What follows belongs to an exercise in optimizing a design on an open flow for small area, a short achievable clock period and few clock cycles per item; a production flow would make more cautious choices. Function was checked by simulation only, so behaviour that the tests miss may differ from the original.

==> module mod_vector_seq, before the edit <==
module mod_vector_seq #(
  parameter int N  = 8,
  parameter int W  = 16,
  parameter int WW = 32,
  parameter int K  = 4
) (
  input  logic            clk,
  input  logic            rst,
  input  logic            in_valid,
  output logic            in_ready,
  input  logic [N*WW-1:0] in_vec,
  input  logic [W-1:0]    q_in,
  input  logic            signed_mode,
  output logic            out_valid,
  input  logic            out_ready,
  output logic [N*W-1:0]  out_vec,
  output logic            err
);
  localparam int G  = WW / K;            
  localparam int GL = (WW - W) / K;      
  localparam int GW = $clog2(G);
  logic [GW-1:0]  ld_cnt;                
  logic           act;                   
  logic           bb_v;                  
  logic           bb_last;               
  logic           prim;                  
  logic [K-1:0]   bb    [N];             
  logic [W-1:0]   h_r   [N];             
  logic [W-1:0]   q1_r;                  
  logic [W-1:0]   nq_r;                  
  logic           qz_r;                  
  logic [W-1:0]   r     [N];             
  logic [W-1:0]   h0    [N];             
  logic [W-1:0]   rs    [N];             
  logic idle, stall, start, qlong, qzero;
  logic [GW-1:0] g0, ld_sel;
  assign stall  = out_valid & ~out_ready;
  assign idle   = ~act & ~bb_v;
  assign start  = idle & prim & in_valid & ~stall;
  assign qlong  = q_in[W-1];
  assign qzero  = (q_in == '0);
  assign g0     = qlong ? GW'(GL) : '0;
  assign ld_sel = act ? ld_cnt : start ? g0 + 1'b1 : g0;
  assign in_ready = act & (ld_cnt == GW'(G - 1));
  function automatic logic [W-1:0] step(input logic [W-1:0] rr,
                                        input logic         b,
                                        input logic [W-1:0] nq);
    logic [W:0]   t;
    logic [W+1:0] s;
    t = {rr, b};
    s = {1'b0, t} + {2'b01, nq} + 1'b1;
    step = s[W+1] ? s[W-1:0] : t[W-1:0];
  endfunction
  always_comb begin
    for (int i = 0; i < N; i++) begin
      logic [WW-1:0] x;
      logic          sneg;
      logic [W-1:0]  h, a;
      logic [W:0]    s;
      x    = in_vec[i*WW +: WW];
      sneg = signed_mode & x[WW-1] & ~qzero;
      h    = qlong ? x[WW-1 -: W] : {W{sneg}};
      s    = {1'b0, h} + {1'b0, sneg ? q_in : ~q_in} + {{W{1'b0}}, ~sneg};
      h0[i] = (sneg | s[W]) ? s[W-1:0] : h;
      a = idle ? h_r[i] : r[i];
      for (int j = K - 1; j >= 0; j--)
        a = step(a, bb[i][j] & ~qz_r, (j == K - 1) ? ~q1_r : nq_r);
      rs[i] = a;
    end
  end
  always_ff @(posedge clk) begin
    for (int i = 0; i < N; i++) begin
      bb[i]  <= in_vec[i*WW + WW - 1 - int'(ld_sel) * K -: K];
      h_r[i] <= h0[i];
      if (!stall)
        r[i] <= rs[i];
    end
    if (!act) begin
      q1_r <= q_in;
      nq_r <= ~q_in;
      qz_r <= qzero;
    end
  end
  always_ff @(posedge clk or posedge rst) begin
    if (rst) begin
      act       <= 1'b0;
      bb_v      <= 1'b0;
      bb_last   <= 1'b0;
      prim      <= 1'b0;
      ld_cnt    <= '0;
      out_valid <= 1'b0;
      err       <= 1'b0;
    end else begin
      prim    <= in_valid;
      bb_v    <= start | act;
      bb_last <= act & (ld_cnt == GW'(G - 1));
      if (start) begin
        act    <= 1'b1;
        ld_cnt <= g0 + 2'd2;
      end else if (act) begin
        ld_cnt <= ld_cnt + 1'b1;
        if (ld_cnt == GW'(G - 1))
          act <= 1'b0;
      end
      if (out_valid && out_ready)
        out_valid <= 1'b0;
      if (bb_v && bb_last) begin
        out_valid <= 1'b1;
        err       <= qz_r;
      end
    end
  end
  always_comb
    for (int i = 0; i < N; i++)
      out_vec[i*W +: W] = r[i];
endmodule
Settings: LEC_CHECK=0, ABC_AREA=1, CAP_MARGIN=20, CORE_MARGIN=2, CORE_UTILIZATION=40, SLEW_MARGIN=20; clock period 22.0 ns.
run.sh (not shown) runs the stock make flow with config.mk's settings and CLKGATE_MAP_FILE= SYNTH_SCRIPT=/design/flow/synth_recipe.tcl, a recipe that flattens the netlist after the stock synthesis.
Testbench counts at the start, summed over its fixed seeds: cycles 8,208, items 2,048.
Rerun with:
==> flow/design.v (replaced) <==
`default_nettype none
module mod_vector_seq #(
  parameter int N  = 8,
  parameter int W  = 16,
  parameter int WW = 32,
  parameter int K  = 4
) (
  input  logic            clk,
  input  logic            rst,
  input  logic            in_valid,
  output logic            in_ready,
  input  logic [N*WW-1:0] in_vec,
  input  logic [W-1:0]    q_in,
  input  logic            signed_mode,
  output logic            out_valid,
  input  logic            out_ready,
  output logic [N*W-1:0]  out_vec,
  output logic            err
);
  localparam int G  = WW / K;            
  localparam int GL = (WW - W) / K;      
  localparam int GW = $clog2(G);
  logic [GW-1:0]  ld_cnt;                
  logic           act;                   
  logic           bb_v;                  
  logic           bb_last;               
  logic [K-1:0]   bb    [N];             
  logic [W-1:0]   q_r;                   
  logic           qz_r;                  
  logic [W-1:0]   r     [N];             
  logic [W-1:0]   r0    [N];             
  logic [W-1:0]   rs    [N];             
  logic idle, stall, start, qlong, qzero;
  logic [GW-1:0] g0, ld_sel;
  assign stall  = out_valid & ~out_ready;
  assign idle   = ~act & ~bb_v;
  assign start  = idle & in_valid & ~stall;
  assign qlong  = q_in[W-1];
  assign qzero  = (q_in == '0);
  assign g0     = qlong ? GW'(GL) : '0;
  assign ld_sel = idle ? g0 : ld_cnt;
  assign in_ready = act & (ld_cnt == GW'(G - 1));
  function automatic logic [W-1:0] step(input logic [W-1:0] rr,
                                        input logic         b,
                                        input logic [W-1:0] q);
    logic [W:0]   t;
    logic [W+1:0] s;
    t = {rr, b};
    s = {1'b0, t} + {2'b01, ~q} + 1'b1;
    step = s[W+1] ? s[W-1:0] : t[W-1:0];
  endfunction
  logic [W-1:0] qa;
  assign qa = idle ? q_in : q_r;
  always_comb begin
    for (int i = 0; i < N; i++) begin
      logic [WW-1:0] x;
      logic          sneg, add;
      logic [W-1:0]  h, a;
      logic [W:0]    t;
      logic [W+1:0]  s;
      x    = in_vec[i*WW +: WW];
      sneg = signed_mode & x[WW-1];
      h    = qlong ? x[WW-1 -: W] : {W{sneg}};
      add  = idle & sneg;
      a    = r[i];
      for (int j = K - 1; j >= 1; j--)
        a = step(a, bb[i][j] & ~qz_r, q_r);
      t    = idle ? {1'b0, h} : {a, bb[i][0] & ~qz_r};
      s    = {1'b0, t} + (add ? {2'b00, qa} : {2'b01, ~qa}) + {{(W+1){1'b0}}, ~add};
      rs[i] = (s[W+1] | add) ? s[W-1:0] : t[W-1:0];
      r0[i] = rs[i] & {W{~qzero}};
    end
  end
  always_ff @(posedge clk) begin
    for (int i = 0; i < N; i++) begin
      bb[i] <= in_vec[i*WW + WW - 1 - int'(ld_sel) * K -: K];
      if (!stall)
        r[i] <= idle ? r0[i] : rs[i];
    end
    if (idle) begin
      q_r  <= q_in;
      qz_r <= qzero;
    end
  end
  always_ff @(posedge clk or posedge rst) begin
    if (rst) begin
      act       <= 1'b0;
      bb_v      <= 1'b0;
      bb_last   <= 1'b0;
      ld_cnt    <= '0;
      out_valid <= 1'b0;
      err       <= 1'b0;
    end else begin
      bb_v    <= start | act;
      bb_last <= act & (ld_cnt == GW'(G - 1));
      if (start) begin
        act    <= 1'b1;
        ld_cnt <= g0 + 1'b1;
      end else if (act) begin
        ld_cnt <= ld_cnt + 1'b1;
        if (ld_cnt == GW'(G - 1))
          act <= 1'b0;
      end
      if (out_valid && out_ready)
        out_valid <= 1'b0;
      if (bb_v && bb_last) begin
        out_valid <= 1'b1;
        err       <= qz_r;
      end
    end
  end
  always_comb
    for (int i = 0; i < N; i++)
      out_vec[i*W +: W] = r[i];
endmodule
`default_nettype wire
Result:
- clock skew decreases by 0.038 ns
- utilization decreases by 0.10 points
- worst setup slack improved by 1.7 ns
- global-route usage increases by 0.60 points
- cell count decreases by about a fifth
- design area decreases by about a fifth
- hold slack improved by 0.017 ns
Testbench counts after the change, summed over its fixed seeds: cycles 10,248, items 2,048.

## static timing again, ports no longer ideal
The results above use ideal ports. As a check the final layouts listed here were re-extracted and re-timed, cells and wires unchanged.
Step 1 (the two cells are an assumption about what drives the block):
set clk [get_ports {clk}]
set_driving_cell -lib_cell sky130_fd_sc_hd__clkbuf_16 $clk
set_driving_cell -lib_cell sky130_fd_sc_hd__buf_2 [delete_from_list [all_inputs] $clk]
Step 2 moves the port delays by t, midway between the first and last clock arrival at a register: inputs arrive t later, outputs are due t later. That takes back most of the time a late clock gives input paths.
Three values: ideal ports, drivers, drivers and shift; two values: the first two.
run	t, ns	slack for setup (ns)	latest minus earliest clock arrival (ns)
the first run	0.728	9.546 / 9.546 / 9.546	0.060 / 0.059
the second run	0.593	11.264 / 11.264 / 11.264	0.020 / 0.020
After both steps every run listed still meets setup and hold.
